Context: an optimization exercise on an open-source flow, tuned for small area, a short achievable clock period and few clock cycles. The choices shown serve that exercise and are no tape-out recipe.
Only simulation tests tie the RTL to the original design; equivalence was not proved.

==> v18 <==
==> flow/design.v <==
package mips_mc_core_pkg;
  localparam logic [5:0] OP_RTYPE = 6'h00;
  localparam logic [5:0] OP_J     = 6'h02;
  localparam logic [5:0] OP_JAL   = 6'h03;
  localparam logic [5:0] OP_BEQ   = 6'h04;
  localparam logic [5:0] OP_BNE   = 6'h05;
  localparam logic [5:0] OP_ADDIU = 6'h09;
  localparam logic [5:0] OP_ORI   = 6'h0d;
  localparam logic [5:0] OP_LUI   = 6'h0f;
  localparam logic [5:0] OP_LW    = 6'h23;
  localparam logic [5:0] OP_SW    = 6'h2b;
  localparam logic [5:0] FN_SLL  = 6'h00;
  localparam logic [5:0] FN_JR   = 6'h08;
  localparam logic [5:0] FN_ADDU = 6'h21;
  localparam logic [5:0] FN_SUBU = 6'h23;
  localparam logic [5:0] FN_AND  = 6'h24;
  localparam logic [5:0] FN_OR   = 6'h25;
  localparam logic [5:0] FN_SLT  = 6'h2a;
endpackage
module mips_mc_regfile (
  input  logic        clk,
  input  logic        reset,
  input  logic [4:0]  ra1,
  input  logic [4:0]  ra2,
  output logic [31:0] rd1,
  output logic [31:0] rd2,
  input  logic        we,
  input  logic [4:0]  wa,
  input  logic [31:0] wd
);
  logic [31:0] regs [32];
  logic [31:0] vld;
  assign regs[0] = '0;
  assign vld[0]  = 1'b0;
  generate
    for (genvar gi = 1; gi < 32; gi++) begin : g_reg
      logic [31:0] q_reg;
      logic        v_reg;
      always_ff @(posedge clk) begin
        if (we && (wa == 5'(gi))) q_reg <= wd;
      end
      always_ff @(posedge clk or negedge reset) begin
        if (!reset) v_reg <= 1'b0;
        else if (we && (wa == 5'(gi))) v_reg <= 1'b1;
      end
      assign regs[gi] = q_reg;
      assign vld[gi]  = v_reg;
    end
  endgenerate
  always_comb begin
    rd1 = '0;
    rd2 = '0;
    for (int i = 1; i < 32; i++) begin
      rd1 = rd1 | ({32{(ra1 == 5'(i)) && vld[i]}} & regs[i]);
      rd2 = rd2 | ({32{(ra2 == 5'(i)) && vld[i]}} & regs[i]);
    end
  end
endmodule
import mips_mc_core_pkg::*;
module mips_mc_core #(
  parameter logic [31:0] RESET_PC = 32'h0000_3000,
  parameter int          ADDR_W   = 12
) (
  input  logic              clk,
  input  logic              reset,
  output logic              mem_req,
  output logic              mem_we,
  output logic [ADDR_W-1:0] mem_addr,
  output logic [31:0]       mem_wdata,
  input  logic [31:0]       mem_rdata,
  input  logic              mem_ack,
  output logic [31:0]       pc_o,
  output logic              retire,
  output logic              illegal
);
  localparam int AW = ADDR_W - 2;   
  logic [31:0]   pc_reg, ir_reg, a_reg, b_reg, wdata_reg;
  logic          xv_reg, retire_reg, illegal_reg;
  logic [AW-1:0] addr_reg, fa_reg;
  logic          req_reg, we_reg, kill_reg, fa_req;
  logic          m_valid, m_lw;
  logic [4:0]    m_wa;
  logic       c_sub, c_sum, c_and, c_or, c_slt, c_sll, c_link, c_ars, c_brt;
  logic       c_we, c_lw, c_sw, c_br, c_bne, c_jr, c_jmp, c_legal;
  logic [4:0] c_wa;
  logic [4:0]  x_rs, x_rt, shamt;
  logic [15:0] imm;
  assign x_rs  = ir_reg[25:21];
  assign x_rt  = ir_reg[20:16];
  assign shamt = ir_reg[10:6];
  assign imm   = ir_reg[15:0];
  logic [31:0] sum, alu_res, pc_plus4;
  logic        lt;
  assign sum      = a_reg + b_reg + {31'b0, c_sub};
  assign lt       = (a_reg[31] == b_reg[31]) ? a_reg[31] : sum[31];
  assign pc_plus4 = {pc_reg[31:2] + 30'd1, pc_reg[1:0]};
  always_comb begin
    alu_res = '0;
    if (c_sum)  alu_res = alu_res | sum;
    if (c_and)  alu_res = alu_res | (a_reg & b_reg);
    if (c_or)   alu_res = alu_res | (a_reg | b_reg);
    if (c_slt)  alu_res = alu_res | {31'b0, lt};
    if (c_sll)  alu_res = alu_res | (b_reg << shamt);
    if (c_link) alu_res = alu_res | pc_plus4;
  end
  logic        eq, taken;
  logic [30:0] br_sum;
  logic [31:0] br_target, target, npc;
  assign eq        = (a_reg == b_reg);
  assign taken     = c_jmp | c_jr | (c_br & (eq ^ c_bne));
  assign br_sum    = {pc_reg[31:2], 1'b1} + {{14{imm[15]}}, imm, 1'b1};
  assign br_target = {br_sum[30:1], pc_reg[1:0]};
  always_comb begin
    if (c_jr)       target = a_reg;
    else if (c_jmp) target = {pc_plus4[31:28], ir_reg[25:0], 2'b00};
    else            target = br_target;
  end
  assign npc = taken ? target : pc_plus4;
  logic [ADDR_W-1:0] x_ea;
  assign x_ea = a_reg[ADDR_W-1:0] + imm[ADDR_W-1:0];
  logic x_act, x_ldst, xfer_done, fetch_xfer, fetch_done, x_done, m_done, mispredict, x_we;
  assign x_act      = xv_reg & ~m_valid;
  assign x_ldst     = c_lw | c_sw;
  assign xfer_done  = req_reg & mem_ack;
  assign m_done     = m_valid & xfer_done;
  assign fetch_xfer = xfer_done & ~m_valid;
  assign mispredict = x_act & c_br & ~taken & (imm != 16'h0);
  assign fetch_done = fetch_xfer & ~kill_reg & ~mispredict;
  assign x_done     = x_act & (~x_ldst | fetch_xfer);
  assign x_we       = x_act & c_we;
  logic [31:0] rf_rd1, rf_rd2, rf_wd;
  logic        rf_we;
  logic [4:0]  rf_wa;
  assign rf_we = x_we | (m_done & m_lw);
  assign rf_wa = m_valid ? m_wa : c_wa;
  assign rf_wd = m_valid ? mem_rdata : alu_res;
  logic [5:0]  f_op, f_fn;
  logic [4:0]  f_rs, f_rt, f_rd;
  logic [15:0] f_imm;
  assign f_op  = mem_rdata[31:26];
  assign f_rs  = mem_rdata[25:21];
  assign f_rt  = mem_rdata[20:16];
  assign f_rd  = mem_rdata[15:11];
  assign f_fn  = mem_rdata[5:0];
  assign f_imm = mem_rdata[15:0];
  mips_mc_regfile u_regfile (
    .clk   (clk),
    .reset (reset),
    .ra1   (f_rs),
    .ra2   (f_rt),
    .rd1   (rf_rd1),
    .rd2   (rf_rd2),
    .we    (rf_we),
    .wa    (rf_wa),
    .wd    (rf_wd)
  );
  logic f_rtype, f_sll, f_jr, f_addu, f_subu, f_and, f_or, f_slt;
  logic f_j, f_jal, f_beq, f_bne, f_addiu, f_ori, f_lui, f_lw, f_sw;
  assign f_rtype = (f_op == OP_RTYPE);
  assign f_sll   = f_rtype && (f_fn == FN_SLL);
  assign f_jr    = f_rtype && (f_fn == FN_JR);
  assign f_addu  = f_rtype && (f_fn == FN_ADDU);
  assign f_subu  = f_rtype && (f_fn == FN_SUBU);
  assign f_and   = f_rtype && (f_fn == FN_AND);
  assign f_or    = f_rtype && (f_fn == FN_OR);
  assign f_slt   = f_rtype && (f_fn == FN_SLT);
  assign f_j     = (f_op == OP_J);
  assign f_jal   = (f_op == OP_JAL);
  assign f_beq   = (f_op == OP_BEQ);
  assign f_bne   = (f_op == OP_BNE);
  assign f_addiu = (f_op == OP_ADDIU);
  assign f_ori   = (f_op == OP_ORI);
  assign f_lui   = (f_op == OP_LUI);
  assign f_lw    = (f_op == OP_LW);
  assign f_sw    = (f_op == OP_SW);
  logic       f_legal, f_alu, f_imm_op, f_sub;
  logic [4:0] f_wa;
  assign f_legal  = f_sll | f_jr | f_addu | f_subu | f_and | f_or | f_slt |
                    f_j | f_jal | f_beq | f_bne | f_addiu | f_ori | f_lui | f_lw | f_sw;
  assign f_alu    = f_sll | f_addu | f_subu | f_and | f_or | f_slt | f_addiu | f_ori | f_lui;
  assign f_imm_op = f_addiu | f_ori | f_lui;
  assign f_sub    = f_subu | f_slt;
  assign f_wa     = f_rtype ? f_rd : (f_jal ? 5'd31 : f_rt);
  logic        byp_a, byp_b;
  logic [31:0] f_ext, a_next, b_next;
  always_comb begin
    if (f_lui)      f_ext = {f_imm, 16'h0000};
    else if (f_ori) f_ext = {16'h0000, f_imm};
    else            f_ext = {{16{f_imm[15]}}, f_imm};
  end
  assign byp_a  = x_we && (c_wa == f_rs);
  assign byp_b  = x_we && (c_wa == f_rt);
  assign a_next = f_lui ? 32'h0 : (byp_a ? alu_res : rf_rd1);
  assign b_next = (f_imm_op ? f_ext : (byp_b ? alu_res : rf_rd2)) ^ {32{f_sub}};
  logic          f_stale;
  logic [AW-1:0] f_seq, f_next;
  logic [AW:0]   f_br_sum;
  assign f_seq    = addr_reg + AW'(1);
  assign f_br_sum = {addr_reg, 1'b1} + {f_imm[AW-1:0], 1'b1};
  assign f_stale  = f_jr & (byp_a | (xv_reg & c_lw & (c_wa == f_rs)));
  always_comb begin
    if (f_j | f_jal)       f_next = mem_rdata[AW-1:0];
    else if (f_jr)         f_next = rf_rd1[ADDR_W-1:2];
    else if (f_beq | f_bne) f_next = f_br_sum[AW:1];
    else                   f_next = f_seq;
  end
  logic snoop, snoop_a, snoop_b;
  assign snoop   = m_done & m_lw;
  assign snoop_a = snoop & c_ars & (x_rs == m_wa);
  assign snoop_b = snoop & c_brt & (x_rt == m_wa);
  always_ff @(posedge clk) begin
    if (fetch_xfer) begin
      ir_reg  <= mem_rdata;
      a_reg   <= a_next;
      b_reg   <= b_next;
      c_sub   <= f_sub;
      c_sum   <= f_addu | f_subu | f_addiu;
      c_and   <= f_and;
      c_or    <= f_or | f_ori | f_lui;
      c_slt   <= f_slt;
      c_sll   <= f_sll;
      c_link  <= f_jal;
      c_ars   <= ~f_lui;
      c_brt   <= ~f_imm_op;
      c_we    <= (f_alu | f_jal) && (f_wa != 5'd0);
      c_wa    <= f_wa;
      c_lw    <= f_lw;
      c_sw    <= f_sw;
      c_br    <= f_beq | f_bne;
      c_bne   <= f_bne;
      c_jr    <= f_jr;
      c_jmp   <= f_j | f_jal;
      c_legal <= f_legal;
    end else begin
      if (snoop_a) a_reg <= mem_rdata;
      if (snoop_b) b_reg <= mem_rdata ^ {32{c_sub}};
    end
    if (x_act && x_ldst && fetch_xfer) begin
      wdata_reg <= b_reg;
      m_lw      <= c_lw && (x_rt != 5'd0);
      m_wa      <= x_rt;
    end
  end
  always_ff @(posedge clk or negedge reset) begin
    if (!reset) begin
      pc_reg      <= RESET_PC;
      xv_reg      <= 1'b0;
      retire_reg  <= 1'b0;
      illegal_reg <= 1'b0;
      addr_reg    <= RESET_PC[ADDR_W-1:2];
      req_reg     <= 1'b0;
      we_reg      <= 1'b0;
      kill_reg    <= 1'b0;
      fa_reg      <= '0;
      fa_req      <= 1'b0;
      m_valid     <= 1'b0;
    end else begin
      retire_reg <= (x_done & c_legal & ~x_ldst) | m_done;
      if (x_done) begin
        pc_reg <= npc;
        if (!c_legal) illegal_reg <= 1'b1;
      end
      if (fetch_done)  xv_reg <= 1'b1;
      else if (x_done) xv_reg <= 1'b0;
      if (mispredict) begin
        if (xfer_done) addr_reg <= npc[ADDR_W-1:2];
        else           kill_reg <= 1'b1;
      end else if (fetch_xfer && kill_reg) begin
        addr_reg <= pc_reg[ADDR_W-1:2];
        kill_reg <= 1'b0;
      end else if (x_act && x_ldst && fetch_xfer) begin
        addr_reg <= x_ea[ADDR_W-1:2];
        we_reg   <= c_sw;
        m_valid  <= 1'b1;
        fa_reg   <= f_next;
        fa_req   <= f_legal & ~f_stale;
      end else if (m_done) begin
        addr_reg <= fa_reg;
        we_reg   <= 1'b0;
        req_reg  <= fa_req;
        m_valid  <= 1'b0;
      end else if (fetch_done) begin
        addr_reg <= f_next;
        req_reg  <= f_legal & ~f_stale;
      end else if (x_done && c_legal && !req_reg) begin
        addr_reg <= npc[ADDR_W-1:2];
        req_reg  <= 1'b1;
      end else if (!xv_reg && !req_reg && !illegal_reg && !kill_reg && !m_valid) begin
        req_reg <= 1'b1;
      end
    end
  end
  assign mem_req   = req_reg;
  assign mem_we    = we_reg;
  assign mem_addr  = {addr_reg, 2'b00};
  assign mem_wdata = wdata_reg;
  assign pc_o      = pc_reg;
  assign retire    = retire_reg;
  assign illegal   = illegal_reg;
endmodule
==> flow/flow/run.sh <==
#!/bin/bash
# Own layout flow: the standard ORFS flow (standard.sh, unchanged
# synthesis, floorplan, power grid and taps), with two make settings:
#  - the port buffers are buf_4 cells rather than the flow's default pick;
#  - timing repair may resize a cell to one of another footprint.
set -euo pipefail
here=$(pwd)
bash "$here/standard.sh" \
  "BUFFER_PORTS_ARGS=-buffer_cell sky130_fd_sc_hd__buf_4" \
  MATCH_CELL_FOOTPRINT=0 \
  finish > "$here/standard.log" 2>&1
==> flow/standard.sh <==
#!/bin/bash
# synth_recipe.tcl (not shown) runs the flow's synth.tcl, then flattens the netlist and writes it again
# the make line also repeats each setting of config.mk as NAME=value (left out here)
make -C /OpenROAD-flow-scripts/flow DESIGN_CONFIG=/design/flow/config.mk WORK_HOME=/design/flow/orfs CLKGATE_MAP_FILE= SYNTH_SCRIPT=/design/flow/synth_recipe.tcl "${@:-finish}"
==> flow/config.mk <==
export PLATFORM = sky130hd
export DESIGN_NAME = mips_mc_core
export DESIGN_NICKNAME = mips_mc_core
export VERILOG_FILES = /design/flow/design.v
export SDC_FILE = /design/flow/constraint.sdc
export NUM_CORES = 4
export LEC_CHECK = 0
export CAP_MARGIN = 20
export CELL_PAD_IN_SITES_DETAIL_PLACEMENT = 0
export CELL_PAD_IN_SITES_GLOBAL_PLACEMENT = 1
export CORE_MARGIN = 2
export CORE_UTILIZATION = 48
export CTS_CLUSTER_DIAMETER = 60
export CTS_CLUSTER_SIZE = 26
export GPL_ROUTABILITY_DRIVEN = 1
export PLACE_DENSITY = 0.7
export SETUP_SLACK_MARGIN = 4.0
export SLEW_MARGIN = 20
==> flow/constraint.sdc <==
create_clock -name core_clock -period 8.0 [get_ports {clk}]
set_input_delay 1.6000 -clock core_clock [delete_from_list [all_inputs] [get_ports {clk}]]
set_output_delay 1.6000 -clock core_clock [all_outputs]
set_load 0.01 [all_outputs]
==> v39 (differences from v18) <==
==> flow/run.sh (new file) <==
#!/bin/bash
# synth_recipe.tcl (not shown) runs the flow's synth.tcl, then flattens the netlist and writes it again
# the make line also repeats each setting of config.mk as NAME=value (left out here)
make -C /OpenROAD-flow-scripts/flow DESIGN_CONFIG=/design/flow/config.mk WORK_HOME=/design/flow/orfs CLKGATE_MAP_FILE= SYNTH_SCRIPT=/design/flow/synth_recipe.tcl finish
- CELL_PAD_IN_SITES_DETAIL_PLACEMENT: 0 -> 1
- CELL_PAD_IN_SITES_GLOBAL_PLACEMENT: 1 -> 2
- CORE_UTILIZATION: 48 -> 40
- CTS_CLUSTER_DIAMETER: 60 -> unset
- CTS_CLUSTER_SIZE: 26 -> unset
- PLACE_DENSITY: 0.7 -> unset
removed: flow/flow/run.sh
removed: flow/standard.sh
==> v34 (differences from v18) <==
==> flow/design.v, changed modules only <==
module mips_mc_core #(
  parameter logic [31:0] RESET_PC = 32'h0000_3000,
  parameter int          ADDR_W   = 12
) (
  input  logic              clk,
  input  logic              reset,
  output logic              mem_req,
  output logic              mem_we,
  output logic [ADDR_W-1:0] mem_addr,
  output logic [31:0]       mem_wdata,
  input  logic [31:0]       mem_rdata,
  input  logic              mem_ack,
  output logic [31:0]       pc_o,
  output logic              retire,
  output logic              illegal
);
  localparam int AW = ADDR_W - 2;   
  logic [31:0]   pc_reg, ir_reg, a_reg, b_reg;
  logic          xv_reg, retire_reg, illegal_reg;
  logic [AW-1:0] addr_reg;
  logic          req_reg, we_reg, kill_reg;
  logic       c_sub, c_sum, c_and, c_or, c_slt, c_sll, c_link;
  logic       c_we, c_lwe, c_lw, c_sw, c_br, c_bne, c_jr, c_jmp, c_legal;
  logic [4:0] c_wa;
  logic [4:0]  shamt;
  logic [15:0] imm;
  assign shamt = ir_reg[10:6];
  assign imm   = ir_reg[15:0];
  logic [31:0] sum, alu_res, pc_plus4;
  logic        lt;
  assign sum      = a_reg + b_reg + {31'b0, c_sub};
  assign lt       = (a_reg[31] == b_reg[31]) ? a_reg[31] : sum[31];
  assign pc_plus4 = pc_reg + 32'd4;
  always_comb begin
    alu_res = '0;
    if (c_sum)  alu_res = alu_res | sum;
    if (c_and)  alu_res = alu_res | (a_reg & b_reg);
    if (c_or)   alu_res = alu_res | (a_reg | b_reg);
    if (c_slt)  alu_res = alu_res | {31'b0, lt};
    if (c_sll)  alu_res = alu_res | (b_reg << shamt);
    if (c_link) alu_res = alu_res | pc_plus4;
    if (c_lw)   alu_res = alu_res | mem_rdata;
  end
  logic        x_we;
  assign x_we = xv_reg & c_we;
  logic        eq, taken;
  logic [31:0] br_target, target, npc;
  assign eq        = (a_reg == b_reg);
  assign taken     = c_jmp | c_jr | (c_br & (eq ^ c_bne));
  logic [29:0] boff;
  assign boff      = {{14{imm[15]}}, imm} + 30'd1;
  assign br_target = pc_reg + {boff, 2'b00};
  always_comb begin
    if (c_jr)       target = a_reg;
    else if (c_jmp) target = {pc_plus4[31:28], ir_reg[25:0], 2'b00};
    else            target = br_target;
  end
  assign npc = taken ? target : pc_plus4;
  logic [ADDR_W-1:0] x_ea;
  assign x_ea = a_reg[ADDR_W-1:0] + imm[ADDR_W-1:0];
  logic x_ldst, xfer_done, fetch_xfer, fetch_done, x_done, mispredict;
  assign x_ldst     = c_lw | c_sw;
  assign xfer_done  = req_reg & mem_ack;
  assign fetch_xfer = xfer_done & ~(xv_reg & x_ldst);
  assign mispredict = xv_reg & c_br & ~taken & (imm != 16'h0);
  assign fetch_done = fetch_xfer & ~kill_reg & ~mispredict;
  assign x_done     = xv_reg & (~x_ldst | xfer_done);
  logic [31:0] rf_rd1, rf_rd2, rf_wd;
  logic        rf_we;
  assign rf_we = x_we | (xv_reg & c_lwe & xfer_done);
  assign rf_wd = alu_res;
  logic [5:0]  f_op, f_fn;
  logic [4:0]  f_rs, f_rt, f_rd;
  logic [15:0] f_imm;
  assign f_op  = mem_rdata[31:26];
  assign f_rs  = mem_rdata[25:21];
  assign f_rt  = mem_rdata[20:16];
  assign f_rd  = mem_rdata[15:11];
  assign f_fn  = mem_rdata[5:0];
  assign f_imm = mem_rdata[15:0];
  mips_mc_regfile u_regfile (
    .clk   (clk),
    .reset (reset),
    .ra1   (f_rs),
    .ra2   (f_rt),
    .rd1   (rf_rd1),
    .rd2   (rf_rd2),
    .we    (rf_we),
    .wa    (c_wa),
    .wd    (rf_wd)
  );
  logic f_rtype, f_sll, f_jr, f_addu, f_subu, f_and, f_or, f_slt;
  logic f_j, f_jal, f_beq, f_bne, f_addiu, f_ori, f_lui, f_lw, f_sw;
  assign f_rtype = (f_op == OP_RTYPE);
  assign f_sll   = f_rtype && (f_fn == FN_SLL);
  assign f_jr    = f_rtype && (f_fn == FN_JR);
  assign f_addu  = f_rtype && (f_fn == FN_ADDU);
  assign f_subu  = f_rtype && (f_fn == FN_SUBU);
  assign f_and   = f_rtype && (f_fn == FN_AND);
  assign f_or    = f_rtype && (f_fn == FN_OR);
  assign f_slt   = f_rtype && (f_fn == FN_SLT);
  assign f_j     = (f_op == OP_J);
  assign f_jal   = (f_op == OP_JAL);
  assign f_beq   = (f_op == OP_BEQ);
  assign f_bne   = (f_op == OP_BNE);
  assign f_addiu = (f_op == OP_ADDIU);
  assign f_ori   = (f_op == OP_ORI);
  assign f_lui   = (f_op == OP_LUI);
  assign f_lw    = (f_op == OP_LW);
  assign f_sw    = (f_op == OP_SW);
  logic       f_legal, f_alu, f_imm_op;
  logic [4:0] f_wa;
  assign f_legal  = f_sll | f_jr | f_addu | f_subu | f_and | f_or | f_slt |
                    f_j | f_jal | f_beq | f_bne | f_addiu | f_ori | f_lui | f_lw | f_sw;
  assign f_alu    = f_sll | f_addu | f_subu | f_and | f_or | f_slt | f_addiu | f_ori | f_lui;
  assign f_imm_op = f_addiu | f_ori | f_lui;
  assign f_wa     = f_rtype ? f_rd : (f_jal ? 5'd31 : f_rt);
  logic        byp_a, byp_b;
  logic [31:0] f_ext, a_next, b_next;
  always_comb begin
    if (f_lui)      f_ext = {f_imm, 16'h0000};
    else if (f_ori) f_ext = {16'h0000, f_imm};
    else            f_ext = {{16{f_imm[15]}}, f_imm};
  end
  assign byp_a  = x_we && (c_wa == f_rs);
  assign byp_b  = x_we && (c_wa == f_rt);
  assign a_next = f_lui ? 32'h0 : (byp_a ? alu_res : rf_rd1);
  assign b_next = (f_imm_op ? f_ext : (byp_b ? alu_res : rf_rd2)) ^ {32{f_subu | f_slt}};
  logic              f_stale;
  logic [ADDR_W-1:0] f_ea;
  logic [AW-1:0]     f_seq, f_br, f_next;
  assign f_ea    = rf_rd1[ADDR_W-1:0] + f_imm[ADDR_W-1:0];
  assign f_seq   = addr_reg + AW'(1);
  assign f_br    = f_seq + f_imm[AW-1:0];
  assign f_stale = (f_lw | f_sw | f_jr) & byp_a;
  always_comb begin
    if (f_lw | f_sw)                                  f_next = f_ea[ADDR_W-1:2];
    else if (f_j | f_jal)                             f_next = mem_rdata[AW-1:0];
    else if (f_jr)                                    f_next = rf_rd1[ADDR_W-1:2];
    else if (f_beq | f_bne)                           f_next = f_br;
    else                                              f_next = f_seq;
  end
  always_ff @(posedge clk) begin
    if (fetch_xfer) begin
      ir_reg  <= mem_rdata;
      a_reg   <= a_next;
      b_reg   <= b_next;
      c_sub   <= f_subu | f_slt;
      c_sum   <= f_addu | f_subu | f_addiu;
      c_and   <= f_and;
      c_or    <= f_or | f_ori | f_lui;
      c_slt   <= f_slt;
      c_sll   <= f_sll;
      c_link  <= f_jal;
      c_we    <= (f_alu | f_jal) && (f_wa != 5'd0);
      c_lwe   <= f_lw && (f_rt != 5'd0);
      c_wa    <= f_wa;
      c_lw    <= f_lw;
      c_sw    <= f_sw;
      c_br    <= f_beq | f_bne;
      c_bne   <= f_bne;
      c_jr    <= f_jr;
      c_jmp   <= f_j | f_jal;
      c_legal <= f_legal;
    end
  end
  always_ff @(posedge clk or negedge reset) begin
    if (!reset) begin
      pc_reg      <= RESET_PC;
      xv_reg      <= 1'b0;
      retire_reg  <= 1'b0;
      illegal_reg <= 1'b0;
      addr_reg    <= RESET_PC[ADDR_W-1:2];
      req_reg     <= 1'b0;
      we_reg      <= 1'b0;
      kill_reg    <= 1'b0;
    end else begin
      retire_reg <= x_done & c_legal;
      if (x_done) begin
        pc_reg <= npc;
        if (!c_legal) illegal_reg <= 1'b1;
      end
      if (fetch_done)  xv_reg <= 1'b1;
      else if (x_done) xv_reg <= 1'b0;
      if (mispredict) begin
        if (xfer_done) begin
          addr_reg <= npc[ADDR_W-1:2];
          we_reg   <= 1'b0;
        end else begin
          kill_reg <= 1'b1;
        end
      end else if (fetch_xfer && kill_reg) begin
        addr_reg <= pc_reg[ADDR_W-1:2];
        kill_reg <= 1'b0;
      end else if (fetch_done) begin
        addr_reg <= f_next;
        we_reg   <= f_sw;
        req_reg  <= f_legal & ~f_stale;
      end else if (xv_reg && !req_reg && c_legal && x_ldst) begin
        addr_reg <= x_ea[ADDR_W-1:2];
        we_reg   <= c_sw;
        req_reg  <= 1'b1;
      end else if (x_done && c_legal && (x_ldst || !req_reg)) begin
        addr_reg <= npc[ADDR_W-1:2];
        we_reg   <= 1'b0;
        req_reg  <= 1'b1;
      end else if (!xv_reg && !req_reg && !illegal_reg && !kill_reg) begin
        req_reg <= 1'b1;
      end
    end
  end
  assign mem_req   = req_reg;
  assign mem_we    = we_reg;
  assign mem_addr  = {addr_reg, 2'b00};
  assign mem_wdata = b_reg;
  assign pc_o      = pc_reg;
  assign retire    = retire_reg;
  assign illegal   = illegal_reg;
endmodule
==> flow/run.sh (new file) <==
#!/bin/bash
# synth_recipe.tcl (not shown) runs the flow's synth.tcl, then flattens the netlist and writes it again
# the make line also repeats each setting of config.mk as NAME=value (left out here)
make -C /OpenROAD-flow-scripts/flow DESIGN_CONFIG=/design/flow/config.mk WORK_HOME=/design/flow/orfs CLKGATE_MAP_FILE= SYNTH_SCRIPT=/design/flow/synth_recipe.tcl finish
- CELL_PAD_IN_SITES_DETAIL_PLACEMENT: 0 -> 1
- CELL_PAD_IN_SITES_GLOBAL_PLACEMENT: 1 -> 2
- CORE_UTILIZATION: 48 -> 40
- CTS_CLUSTER_DIAMETER: 60 -> unset
- CTS_CLUSTER_SIZE: 26 -> unset
- PLACE_DENSITY: 0.7 -> unset
removed: flow/flow/run.sh
removed: flow/standard.sh
==> v35 (differences from v18) <==
==> flow/run.sh (new file) <==
#!/bin/bash
# synth_recipe.tcl (not shown) runs the flow's synth.tcl, then flattens the netlist and writes it again
# the make line also repeats each setting of config.mk as NAME=value (left out here)
make -C /OpenROAD-flow-scripts/flow DESIGN_CONFIG=/design/flow/config.mk WORK_HOME=/design/flow/orfs CLKGATE_MAP_FILE= SYNTH_SCRIPT=/design/flow/synth_recipe.tcl finish
- CELL_PAD_IN_SITES_DETAIL_PLACEMENT: 0 -> 1
- CELL_PAD_IN_SITES_GLOBAL_PLACEMENT: 1 -> 2
- CORE_UTILIZATION: 48 -> 45
- PLACE_DENSITY: 0.7 -> unset
- SETUP_SLACK_MARGIN: 4.0 -> 4.2
removed: flow/flow/run.sh
removed: flow/standard.sh
==> run summary <==
Outcome:
- The flow ran to the end and the layout has no timing, DRC or antenna violations.

Route:
- The met2 wirelength from detailed routing is 130000 um.
- Wire segments on met3 add up to ~52000 um in the final route.

Final layout:
- The number of buffers outside the clock class in the layout is 435.
- The fraction of final layout cells with drive strength greater than 1 is 0.190.
- The count of placed standard cells in the final layout, fillers left out is between 6000 and 7000.
- The total inserted antenna cells is 17.

Placement:
- The total placed cells including tap cells is 6548.

Setup path:
- Counting both buffers and inverters, the worst setup path holds a total of 2.
- The family of cells with the greatest summed delay on the critical path is simple AND/OR/NAND/NOR gates.

Floorplanning:
- The initialized floorplan defines roughly 130 standard-cell rows.

Logic synthesis:
- For this run, asynchronously set or reset flops after synthesis account for 0.0738.
# the run above: v18

==> run summary <==
Outcome:
- The flow ran to the end and the layout has no timing, DRC or antenna violations.

Floorplanning:
- In this run the core area contains 135 standard-cell rows.

Final layout:
- The number of buffers outside the clock class in the layout is 577.
- The count of placed standard cells in the final layout, fillers left out is 7237.

Route:
- The total length of routed met3 wires is ~52000 um.

Setup path:
- The family of cells with the greatest summed delay on the critical path is compound AO/OA/AOI/OAI gates.
- The number of buffers and inverters on the critical path is 5.

Logic synthesis:
- For this run, asynchronously set or reset flops after synthesis account for 0.0738.

Placement:
- The total placed cells including tap cells is 6697.
# the run above: v35

==> run summary <==
Placement:
- Including well taps, the total number of placed cells is 6818.

Floorplanning:
- The floorplan has between 100 and 150 rows.

Logic synthesis:
- The async set-or-reset flop fraction in the synthesized netlist is 0.0668.

Route:
- The total routed wire length on the met1 layer is 127000 um.
- In the detailed route, the total length drawn on met2 is 152000 um.

Final layout:
- In the final layout, the share of cells above drive strength 1 is 0.238.
- The count of placed standard cells in the final layout, fillers left out is approximately 7400.

Outcome:
- The flow ran to the end and the layout has no timing, DRC or antenna violations.

Setup path:
- The critical path contains buffers and inverters numbering 2 combined.
# the run above: v34

==> run summary <==
Final layout:
- Excluding fillers, the count of instances in the completed layout stands at 7426.
- The number of buffers outside the clock class in the layout is 496.
- 17 antenna diodes ended up in the layout.
- The fraction of final layout cells with drive strength greater than 1 is 0.188.

Route:
- After detailed routing, the met3 layer carries about 45000 um of wire.

Floorplanning:
- Row generation in the floorplan step produced 143 rows.

Placement:
- The number of placed instances, taps included, is between 6000 and 7000.

Outcome:
- The flow ran to the end and the layout has no timing, DRC or antenna violations.

Setup path:
- The number of buffers and inverters on the critical path is 4.
# the run above: v39

Testbench counts of v18, summed over its fixed seeds: cycles 10,011.
Testbench counts of v39, summed over its fixed seeds: cycles 10,011.
Testbench counts of v34, summed over its fixed seeds: cycles 10,013.
Testbench counts of v35, summed over its fixed seeds: cycles 10,011.

## static timing again, ports no longer ideal
The flow's constraints put no driver on any port. The routed layouts listed below were extracted and timed again, unchanged, in two steps. Step 1 (the two cells are an assumption about what drives the block):
set clk [get_ports {clk}]
set_driving_cell -lib_cell sky130_fd_sc_hd__clkbuf_16 $clk
set_driving_cell -lib_cell sky130_fd_sc_hd__buf_2 [delete_from_list [all_inputs] $clk]
Step 2 also shifts input and output timing later by t, the mid clock arrival at the registers, as if the neighbouring blocks saw the same clock. Slacks: no drivers / after step 1 / after step 2; pairs: no drivers / after step 1.
| run | t (ns) | setup WS [ns] | clock arrival spread, ns |
|---|---|---|---|
| v18 | 0.831 | 3.606 / 3.594 / 2.763 | 0.052 / 0.051 |
| v39 | 0.869 | 3.925 / 3.891 / 3.023 | 0.065 / 0.065 |
| v34 | 0.873 | 3.450 / 3.318 / 2.445 | 0.060 / 0.060 |
| v35 | 0.849 | 4.015 / 4.020 / 3.171 | 0.096 / 0.096 |
After both steps every run listed still meets setup and hold. The setup slack of v34, which loses most, moves by -0.132 ns with the drivers and by -1.005 ns with both steps.
